This is an optimization exercise on Yosys and OpenROAD, whose aim is small area, not a production implementation. RTL that was checked went through simulation tests only; none was proved equivalent to the original.

==> job 1261: inputs <==
==> flow/design.v <==
`default_nettype none
package battle_pkg;
	typedef logic [7:0] coord_t;  
	typedef logic [2:0] colour_t;  
	typedef logic [4:0] fuel_t;
	typedef logic [3:0] jump_t;
	typedef enum logic [2:0] {
		CLEAR,
		PAINT_MAP,
		DRAW_TANKS,
		WAIT_FRAME,
		ERASE,
		STEP,
		DRAW
	} painter_state_t;
endpackage
`default_nettype wire
`timescale 1ns/10ps
`default_nettype none
module battle_top
#(
	parameter int FRAME_PERIOD = 1000
) (
	input logic clock,
	input logic rst,
	input logic [3:0] key,
	output battle_pkg::coord_t pix_x,
	output battle_pkg::coord_t pix_y,
	output battle_pkg::colour_t pix_colour,
	output logic plot,
	output battle_pkg::fuel_t fuel,
	output logic turn
);
	logic [1:0] mode;  
	logic [14:0] q;
	logic [7:0] px;
	logic [6:0] py;
	logic [9:0] c;
	assign px = q[7:0];
	assign py = q[14:8];
	assign c = q[9:0];
	logic [15:0] q_inc;
	logic row_wrap, screen_wrap, map_end, frame_wrap, first_jump;
	logic screen_mode;
	assign screen_mode = ~mode[1];
	assign q_inc = {1'b0, q} + 16'd1;
	assign row_wrap = (px == 8'd255);
	assign screen_wrap = q_inc[15];
	assign map_end = screen_wrap && (mode == 2'd1);
	assign frame_wrap = mode[1] && (c == 10'd1023);
	assign first_jump = (mode == 2'd2) && (c[8:0] == 9'd511);
	always_ff @(posedge clock) begin
		if (rst) begin
			mode <= 2'd0;
			q <= {7'd7, 8'd255};  
		end else begin
			q <= q_inc[14:0] |
				{3'd0, screen_wrap, 3'd0, 8'd0} |  
				{7'd0, 1'b0, {2{screen_mode && row_wrap && !map_end}}, 5'd0} |  
				(map_end ? 15'd133 : 15'd0) |
				(frame_wrap ? 15'd24 : 15'd0) |
				(first_jump ? 15'd330 : 15'd0);
			if (screen_mode) mode <= mode + {1'b0, screen_wrap};
			else if (first_jump) mode <= 2'd3;
		end
	end
	battle_pkg::coord_t a_x, a_y, b_x, b_y;
	battle_pkg::jump_t jump_cap;
	logic erase_win, draw_win, upd, rot;
	logic [5:0] wi;  
	logic hill_px, ground;
	assign erase_win = (c[9:6] == 4'd1);
	assign draw_win = (c >= 10'd133) && (c <= 10'd196);
	assign upd = mode[1] && (c == 10'd131);
	assign wi = erase_win ? c[5:0] : c[5:0] - 6'd5;
	assign hill_px = ((px >= 8'd116) && (px < 8'd136)) ||
		((px >= 8'd156) && (px < 8'd176)) ||
		((px >= 8'd196) && (px < 8'd216));
	assign ground = hill_px ? (py > 7'd110) : (py > 7'd125);
	battle_pkg::coord_t sum_y;
	logic [7:0] dy;
	always_comb begin
		if (screen_mode) begin
			pix_x = {px[7:5] - 3'd3, px[4:0]};
			pix_y = {1'b0, py[6:3] - 4'd1, py[2:0]};
			plot = mode[0] || (py[6:3] != 4'd0);
			pix_colour = (mode[0] && ground) ? 3'b111 : 3'b000;
		end else begin
			pix_x = a_x + {4'd0, wi[3:0]};
			pix_y = sum_y;
			plot = erase_win || draw_win;
			pix_colour = erase_win ? 3'b000 : (wi[5] ? 3'b001 : 3'b010);
		end
	end
	battle_pkg::coord_t nx;
	battle_pkg::jump_t njump;
	logic stand, fall, rise, go_right, go_left, move_ok;
	logic hill_here, hill_right, hill_left;
	logic fire_key, right_key, left_key, jump_key;
	assign fire_key = ~key[0];
	assign right_key = ~key[1];
	assign left_key = ~key[2];
	assign jump_key = ~key[3];
	assign move_ok = upd && !fire_key && (fuel != 5'd0);
	assign hill_here = ((a_x >= 8'd20) && (a_x < 8'd40)) ||
		((a_x >= 8'd60) && (a_x < 8'd80)) ||
		((a_x >= 8'd100) && (a_x < 8'd120));
	assign hill_right = ((a_x >= 8'd19) && (a_x < 8'd39)) ||
		((a_x >= 8'd59) && (a_x < 8'd79)) ||
		((a_x >= 8'd99) && (a_x < 8'd119));
	assign hill_left = ((a_x >= 8'd21) && (a_x < 8'd41)) ||
		((a_x >= 8'd61) && (a_x < 8'd81)) ||
		((a_x >= 8'd101) && (a_x < 8'd121));
	logic y_le_hill, y_le_flat, y_eq_hill, y_eq_flat, on_ground, above_ground;
	assign y_le_hill = (a_y <= 8'd102);
	assign y_le_flat = (a_y <= 8'd117);
	assign y_eq_hill = (a_y == 8'd102);
	assign y_eq_flat = (a_y == 8'd117);
	assign on_ground = hill_here ? y_eq_hill : y_eq_flat;
	assign above_ground = (hill_here ? y_le_hill : y_le_flat) && !on_ground;
	always_comb begin
		stand = !jump_key && on_ground;
		fall = (!jump_key || jump_cap == 4'd0) && above_ground;
		rise = jump_key && (jump_cap != 4'd0);
		njump = jump_cap;
		if (stand) njump = 4'd10;
		else if (fall) njump = 4'd0;
		else if (rise) njump = jump_cap - 4'd1;
		go_right = right_key && (a_x < 8'd144) && (hill_right ? y_le_hill : y_le_flat);
		go_left = !go_right && left_key && (a_x != 8'd0) && (hill_left ? y_le_hill : y_le_flat);
	end
	logic dx_on, dx_neg;
	assign dx_on = move_ok && (go_right || go_left);
	assign dx_neg = move_ok && go_left;
	assign nx = a_x + {{7{dx_neg}}, dx_on};
	always_comb begin
		if (erase_win || draw_win) dy = wi[4] ? 8'd0 : 8'hff;
		else if (move_ok && rise) dy = 8'hff;
		else if (move_ok && fall) dy = 8'd1;
		else dy = 8'd0;
	end
	assign sum_y = a_y + dy;
	assign rot = ((erase_win || draw_win) && wi[4:0] == 5'd31) ||
		(mode[1] && c == 10'd130 && turn) ||
		(upd && !fire_key) ||
		(mode[1] && c == 10'd132 && !turn);
	always_ff @(posedge clock) begin
		if (rst) begin
			a_x <= 8'd5;
			a_y <= 8'd110;
			b_x <= 8'd76;
			b_y <= 8'd110;
		end else if (rot) begin
			a_x <= b_x;
			a_y <= b_y;
			b_x <= nx;
			b_y <= sum_y;
		end
	end
	always_ff @(posedge clock) begin
		if (rst) begin
			turn <= 1'b0;
			fuel <= 5'd30;
			jump_cap <= 4'd10;
		end else if (upd) begin
			if (fire_key) begin
				turn <= ~turn;
				fuel <= 5'd30;
				jump_cap <= 4'd10;
			end else if (fuel != 5'd0) begin
				jump_cap <= njump;
				if (go_right || go_left || rise) fuel <= fuel - 5'd1;
			end
		end
	end
endmodule
`default_nettype wire
==> flow/run.sh <==
#!/bin/bash
# synth_recipe.tcl (not shown) runs the flow's synth.tcl, then flattens the netlist and writes it again
# the make line also repeats each setting of config.mk as NAME=value (left out here)
make -C /OpenROAD-flow-scripts/flow DESIGN_CONFIG=/design/flow/config.mk WORK_HOME=/design/flow/orfs CLKGATE_MAP_FILE= SYNTH_SCRIPT=/design/flow/synth_recipe.tcl finish
==> flow/config.mk <==
export PLATFORM = sky130hd
export DESIGN_NAME = battle_top
export DESIGN_NICKNAME = battle_top
export VERILOG_FILES = /design/flow/design.v
export SDC_FILE = /design/flow/constraint.sdc
export NUM_CORES = 4
export LEC_CHECK = 0
export CAP_MARGIN = 20
export CORE_MARGIN = 2
export CORE_UTILIZATION = 40
export CTS_BUF_LIST = sky130_fd_sc_hd__clkbuf_8
export CTS_CLUSTER_DIAMETER = 100
export CTS_CLUSTER_SIZE = 30
export SLEW_MARGIN = 20
==> flow/constraint.sdc <==
create_clock -name core_clock -period 10.0 [get_ports {clock}]
set_input_delay 2.0000 -clock core_clock [delete_from_list [all_inputs] [get_ports {clock}]]
set_output_delay 2.0000 -clock core_clock [all_outputs]
set_load 0.01 [all_outputs]
==> inputs of job 8364, as changes to job 1261 <==
==> flow/design.v, changed modules only <==
module battle_top
#(
	parameter int FRAME_PERIOD = 1000
) (
	input logic clock,
	input logic rst,
	input logic [3:0] key,
	output battle_pkg::coord_t pix_x,
	output battle_pkg::coord_t pix_y,
	output battle_pkg::colour_t pix_colour,
	output logic plot,
	output battle_pkg::fuel_t fuel,
	output logic turn
);
	logic [1:0] mode;  
	logic [14:0] q;
	logic [7:0] px;
	logic [6:0] py;
	logic [10:0] c;
	assign px = q[7:0];
	assign py = q[14:8];
	assign c = q[10:0];
	logic [15:0] q_inc;
	logic screen_mode, row_wrap, screen_wrap, map_end, frame_wrap, first_jump;
	logic walk, erase_end;
	assign screen_mode = ~mode[1];
	assign q_inc = {1'b0, q} + 16'd1;
	assign row_wrap = (px == 8'd255);
	assign screen_wrap = q_inc[15];
	assign map_end = screen_wrap && (mode == 2'd1);
	assign frame_wrap = mode[1] && (c == 11'd2047);
	assign first_jump = (mode == 2'd2) && row_wrap && q[8];
	assign walk = mode[1] && c[10] && (c[9:8] == 2'd0) && !c[6];
	assign erase_end = walk && !c[7] && (c[5:0] == 6'd63);
	always_ff @(posedge clock) begin
		if (rst) begin
			mode <= 2'd0;
			q <= {7'd7, 8'd255};  
		end else begin
			q <= q_inc[14:0] |
				(screen_wrap ? 15'd8 << 8 : 15'd0) |  
				((screen_mode && row_wrap && !map_end) ? 15'd96 : 15'd0) |  
				(map_end ? 15'd1152 : 15'd0) |
				(erase_end ? 15'd59 : 15'd0) |
				(frame_wrap ? 15'd989 : 15'd0) |
				(first_jump ? 15'd330 : 15'd0);
			if (screen_mode) mode <= mode + {1'b0, screen_wrap};
			else if (first_jump) mode <= 2'd3;
		end
	end
	battle_pkg::coord_t a_x, a_y, b_x, b_y;
	logic [3:0] jump_st;  
	logic upd, rot, hill_px, ground;
	localparam logic [3:0] JUMP_ZERO = 4'b0001;
	localparam logic [3:0] JUMP_TEN = 4'b0110;  
	assign upd = mode[1] && (c == 11'd1150);
	assign hill_px = ((px >= 8'd116) && (px < 8'd136)) ||
		((px >= 8'd156) && (px < 8'd176)) ||
		((px >= 8'd196) && (px < 8'd216));
	assign ground = hill_px ? (py > 7'd110) : (py > 7'd125);
	battle_pkg::coord_t sum_y;
	logic [7:0] dy;
	always_comb begin
		if (screen_mode) begin
			pix_x = {px[7:5] - 3'd3, px[4:0]};
			pix_y = {1'b0, py[6:3] - 4'd1, py[2:0]};
			plot = mode[0] || (py[6:3] != 4'd0);
			pix_colour = (mode[0] && ground) ? 3'b111 : 3'b000;
		end else begin
			pix_x = a_x + {4'd0, c[3:0]};
			pix_y = sum_y;
			plot = walk;
			pix_colour = !c[7] ? 3'b000 : (c[5] ? 3'b001 : 3'b010);
		end
	end
	battle_pkg::coord_t nx;
	logic [3:0] njump;
	logic stand, fall, rise, go_right, go_left, move_ok;
	logic hill_here, hill_right, hill_left;
	logic fire_key, right_key, left_key, jump_key;
	assign fire_key = ~key[0];
	assign right_key = ~key[1];
	assign left_key = ~key[2];
	assign jump_key = ~key[3];
	assign move_ok = upd && !fire_key && (fuel != 5'd0);
	assign hill_here = ((a_x >= 8'd20) && (a_x < 8'd40)) ||
		((a_x >= 8'd60) && (a_x < 8'd80)) ||
		((a_x >= 8'd100) && (a_x < 8'd120));
	assign hill_right = ((a_x >= 8'd19) && (a_x < 8'd39)) ||
		((a_x >= 8'd59) && (a_x < 8'd79)) ||
		((a_x >= 8'd99) && (a_x < 8'd119));
	assign hill_left = ((a_x >= 8'd21) && (a_x < 8'd41)) ||
		((a_x >= 8'd61) && (a_x < 8'd81)) ||
		((a_x >= 8'd101) && (a_x < 8'd121));
	logic y_le_hill, y_le_flat, y_eq_hill, y_eq_flat, on_ground, above_ground;
	assign y_le_hill = (a_y <= 8'd102);
	assign y_le_flat = (a_y <= 8'd117);
	assign y_eq_hill = (a_y == 8'd102);
	assign y_eq_flat = (a_y == 8'd117);
	assign on_ground = hill_here ? y_eq_hill : y_eq_flat;
	assign above_ground = (hill_here ? y_le_hill : y_le_flat) && !on_ground;
	always_comb begin
		stand = !jump_key && on_ground;
		fall = (!jump_key || jump_st == JUMP_ZERO) && above_ground;
		rise = jump_key && (jump_st != JUMP_ZERO);
		njump = jump_st;
		if (stand) njump = JUMP_TEN;
		else if (fall) njump = JUMP_ZERO;
		else if (rise) njump = {jump_st[2:0], jump_st[3] ^ jump_st[2]};
		go_right = right_key && (a_x < 8'd144) && (hill_right ? y_le_hill : y_le_flat);
		go_left = !go_right && left_key && (a_x != 8'd0) && (hill_left ? y_le_hill : y_le_flat);
	end
	logic dx_on, dx_neg;
	assign dx_on = move_ok && (go_right || go_left);
	assign dx_neg = move_ok && go_left;
	assign nx = a_x + {{7{dx_neg}}, dx_on};
	always_comb begin
		if (walk) dy = c[4] ? 8'd0 : 8'hff;
		else if (move_ok && rise) dy = 8'hff;
		else if (move_ok && fall) dy = 8'd1;
		else dy = 8'd0;
	end
	assign sum_y = a_y + dy;
	assign rot = screen_mode ||
		(walk && c[4:0] == 5'd31) ||
		(mode[1] && c == 11'd1149 && turn) ||
		(upd && !fire_key) ||
		(mode[1] && c == 11'd1151 && !turn);
	always_ff @(posedge clock) begin
		if (rot) begin
			a_x <= b_x;
			a_y <= b_y;
			if (screen_mode) begin
				b_x <= px[0] ? 8'd76 : 8'd5;
				b_y <= 8'd110;
			end else begin
				b_x <= nx;
				b_y <= sum_y;
			end
		end
	end
	always_ff @(posedge clock) begin
		if (rst) begin
			turn <= 1'b0;
			fuel <= 5'd30;
			jump_st <= JUMP_TEN;
		end else if (upd) begin
			if (fire_key) begin
				turn <= ~turn;
				fuel <= 5'd30;
				jump_st <= JUMP_TEN;
			end else if (fuel != 5'd0) begin
				jump_st <= njump;
				if (go_right || go_left || rise) fuel <= fuel - 5'd1;
			end
		end
	end
endmodule
==> inputs of job 7174, as changes to job 1261 <==
==> flow/design.v, changed modules only <==
module battle_top
#(
	parameter int FRAME_PERIOD = 1000
) (
	input logic clock,
	input logic rst,
	input logic [3:0] key,
	output battle_pkg::coord_t pix_x,
	output battle_pkg::coord_t pix_y,
	output battle_pkg::colour_t pix_colour,
	output logic plot,
	output battle_pkg::fuel_t fuel,
	output logic turn
);
	logic [1:0] mode;  
	logic [14:0] q;
	logic [7:0] px;
	logic [6:0] py;
	logic [10:0] c;
	assign px = q[7:0];
	assign py = q[14:8];
	assign c = q[10:0];
	logic [15:0] q_inc;
	logic screen_mode, row_wrap, screen_wrap, map_end, frame_wrap, first_jump;
	logic walk, erase_end;
	assign screen_mode = ~mode[1];
	assign q_inc = {1'b0, q} + 16'd1;
	assign row_wrap = (px == 8'd255);
	assign screen_wrap = q_inc[15];
	assign map_end = screen_wrap && (mode == 2'd1);
	assign frame_wrap = mode[1] && (c == 11'd2047);
	assign first_jump = (mode == 2'd2) && row_wrap && q[8];
	assign walk = mode[1] && c[10] && (c[9:8] == 2'd0) && !c[6];
	assign erase_end = walk && !c[7] && (c[5:0] == 6'd63);
	always_ff @(posedge clock) begin
		if (rst) begin
			mode <= 2'd0;
			q <= {7'd7, 8'd255};  
		end else begin
			q <= q_inc[14:0] |
				(screen_wrap ? 15'd8 << 8 : 15'd0) |  
				((screen_mode && row_wrap && !map_end) ? 15'd96 : 15'd0) |  
				(map_end ? 15'd1152 : 15'd0) |
				(erase_end ? 15'd59 : 15'd0) |
				(frame_wrap ? 15'd989 : 15'd0) |
				(first_jump ? 15'd330 : 15'd0);
			if (screen_mode) mode <= mode + {1'b0, screen_wrap};
			else if (first_jump) mode <= 2'd3;
		end
	end
	battle_pkg::coord_t a_x, a_y, b_x, b_y;
	logic [3:0] jump_st;  
	logic upd, rot, hill_px, ground;
	localparam logic [3:0] JUMP_ZERO = 4'b0001;
	localparam logic [3:0] JUMP_TEN = 4'b0110;  
	assign upd = mode[1] && (c == 11'd1150);
	assign hill_px = ((px >= 8'd116) && (px < 8'd136)) ||
		((px >= 8'd156) && (px < 8'd176)) ||
		((px >= 8'd196) && (px < 8'd216));
	assign ground = hill_px ? (py > 7'd110) : (py > 7'd125);
	battle_pkg::coord_t sum_y;
	logic [7:0] dy;
	always_comb begin
		if (screen_mode) begin
			pix_x = {px[7:5] - 3'd3, px[4:0]};
			pix_y = {1'b0, py[6:3] - 4'd1, py[2:0]};
			plot = mode[0] || (py[6:3] != 4'd0);
			pix_colour = (mode[0] && ground) ? 3'b111 : 3'b000;
		end else begin
			pix_x = a_x + {4'd0, c[3:0]};
			pix_y = sum_y;
			plot = walk;
			pix_colour = !c[7] ? 3'b000 : (c[5] ? 3'b001 : 3'b010);
		end
	end
	battle_pkg::coord_t nx;
	logic [3:0] njump;
	logic stand, fall, rise, go_right, go_left, move_ok;
	logic hill_here, hill_right, hill_left;
	logic fire_key, right_key, left_key, jump_key;
	assign fire_key = ~key[0];
	assign right_key = ~key[1];
	assign left_key = ~key[2];
	assign jump_key = ~key[3];
	assign move_ok = upd && !fire_key && (fuel != 5'd0);
	assign hill_here = ((a_x >= 8'd20) && (a_x < 8'd40)) ||
		((a_x >= 8'd60) && (a_x < 8'd80)) ||
		((a_x >= 8'd100) && (a_x < 8'd120));
	assign hill_right = ((a_x >= 8'd19) && (a_x < 8'd39)) ||
		((a_x >= 8'd59) && (a_x < 8'd79)) ||
		((a_x >= 8'd99) && (a_x < 8'd119));
	assign hill_left = ((a_x >= 8'd21) && (a_x < 8'd41)) ||
		((a_x >= 8'd61) && (a_x < 8'd81)) ||
		((a_x >= 8'd101) && (a_x < 8'd121));
	logic y_le_hill, y_le_flat, y_eq_hill, y_eq_flat, on_ground, above_ground;
	assign y_le_hill = (a_y <= 8'd102);
	assign y_le_flat = (a_y <= 8'd117);
	assign y_eq_hill = (a_y == 8'd102);
	assign y_eq_flat = (a_y == 8'd117);
	assign on_ground = hill_here ? y_eq_hill : y_eq_flat;
	assign above_ground = (hill_here ? y_le_hill : y_le_flat) && !on_ground;
	always_comb begin
		stand = !jump_key && on_ground;
		fall = (!jump_key || jump_st == JUMP_ZERO) && above_ground;
		rise = jump_key && (jump_st != JUMP_ZERO);
		njump = jump_st;
		if (stand) njump = JUMP_TEN;
		else if (fall) njump = JUMP_ZERO;
		else if (rise) njump = {jump_st[2:0], jump_st[3] ^ jump_st[2]};
		go_right = right_key && (a_x < 8'd144) && (hill_right ? y_le_hill : y_le_flat);
		go_left = !go_right && left_key && (a_x != 8'd0) && (hill_left ? y_le_hill : y_le_flat);
	end
	logic dx_on, dx_neg;
	assign dx_on = move_ok && (go_right || go_left);
	assign dx_neg = move_ok && go_left;
	assign nx = a_x + {{7{dx_neg}}, dx_on};
	always_comb begin
		if (walk) dy = c[4] ? 8'd0 : 8'hff;
		else if (move_ok && rise) dy = 8'hff;
		else if (move_ok && fall) dy = 8'd1;
		else dy = 8'd0;
	end
	assign sum_y = a_y + dy;
	assign rot = screen_mode ||
		(walk && c[4:0] == 5'd31) ||
		(mode[1] && c == 11'd1149 && turn) ||
		(upd && !fire_key) ||
		(mode[1] && c == 11'd1151 && !turn);
	always_ff @(posedge clock) begin
		if (rot) begin
			a_x <= b_x;
			a_y <= b_y;
			if (screen_mode) begin
				b_x <= px[0] ? 8'd76 : 8'd5;
				b_y <= 8'd110;
			end else begin
				b_x <= nx;
				b_y <= sum_y;
			end
		end
	end
	always_ff @(posedge clock) begin
		if (rst) begin
			turn <= 1'b0;
			fuel <= 5'd30;
			jump_st <= JUMP_TEN;
		end else if (upd) begin
			if (fire_key) begin
				turn <= ~turn;
				fuel <= 5'd30;
				jump_st <= JUMP_TEN;
			end else if (fuel != 5'd0) begin
				jump_st <= njump;
				if (go_right || go_left || rise) fuel <= fuel - 5'd1;
			end
		end
	end
endmodule
--- a/flow/config.mk
+++ b/flow/config.mk
@@ -10,5 +10,5 @@
 export CORE_UTILIZATION = 40
-export CTS_BUF_LIST = sky130_fd_sc_hd__clkbuf_8
-export CTS_CLUSTER_DIAMETER = 100
-export CTS_CLUSTER_SIZE = 30
+export CTS_BUF_LIST = sky130_fd_sc_hd__clkbuf_4
+export CTS_CLUSTER_DIAMETER = 300
+export CTS_CLUSTER_SIZE = 60
 export SLEW_MARGIN = 20
==> flow_summary.toml <==
[synthesis]
synthXorXnorAreaFrac_pct = 7.11

[finish]
nNetsFinal = 502
buffer_area_share_pct = 7.00

[timing]
fmax_ghz = 0.129
layout_min_cycle_time_ns = 7.73

[run_status]
outcome = "finished clean"

[clock_tree]
worstSkewPairLatency_ns = 0.35
[end of results for job 8364]
==> flow_summary.toml <==
[run_status]
outcome = "finished clean"

[timing]
layout_min_cycle_time_ns = 7.79
fmax_ghz = 0.128

[synthesis]
synthXorXnorAreaFrac_pct = 7.39

[finish]
buffer_area_share_pct = 6.64

[clock_tree]
worstSkewPairLatency_ns = 0.34

[power_and_ir_drop]
ir_drop_mv = 0.0922
[end of results for job 1261]
==> flow_summary.toml <==
[floorplan]
io_pins = 32
nWellTaps = 133

[clock_tree]
worstSkewPairLatency_ns = 0.43

[finish]
nNetsFinal = 502
buffer_area_share_pct = 7.09
largest_cell_class = "multi-input combinational cells"

[synthesis]
synthXorXnorAreaFrac_pct = 7.11
synth_common_cells = "nor2_1, nand2_1, edfxtp_1"

[run_status]
outcome = "finished clean"

[timing]
fmax_ghz = 0.129

[global_route]
grt_use_met2_pct = 29.3
[end of results for job 7174]
For job 1261, only the layout was checked, not whether the RTL still works.

==> re-timing with driven ports <==
In the flow no input, the clock included, has a driving cell. The finished layouts below were timed again as built, in two steps. Step 1: set_driving_cell puts a clkbuf_16 on clock and a buf_2 on each other input, an assumption about the parent block. Step 2 adds t to the input delays and takes it off the output delays; t is the mean of the earliest and latest rising clock arrival at the registers after step 1. Input paths then give back, and output paths get back, about the clock's delay inside the block. Three values: no drivers, after step 1, after step 2; two values: the first two.
run | t, ns | slack for setup (ns) | latest minus earliest clock arrival (ns) | worst slew at a driven data input, ns | pins driven straight from the clock port
job 1261 | 0.374 | 2.212 / 2.189 / 2.189 | 0.008 / 0.008 | 0.03 | 1
job 8364 | 0.378 | 2.270 / 2.249 / 2.249 | 0.009 / 0.009 | 0.04 | 1
job 7174 | 0.459 | 2.247 / 2.226 / 2.226 | 0.015 / 0.015 | 0.04 | 1
After both steps setup and hold are still met in every run listed. For job 1261, which loses most, drivers alone change the setup slack by -0.023 ns; drivers and shift together by -0.023 ns.
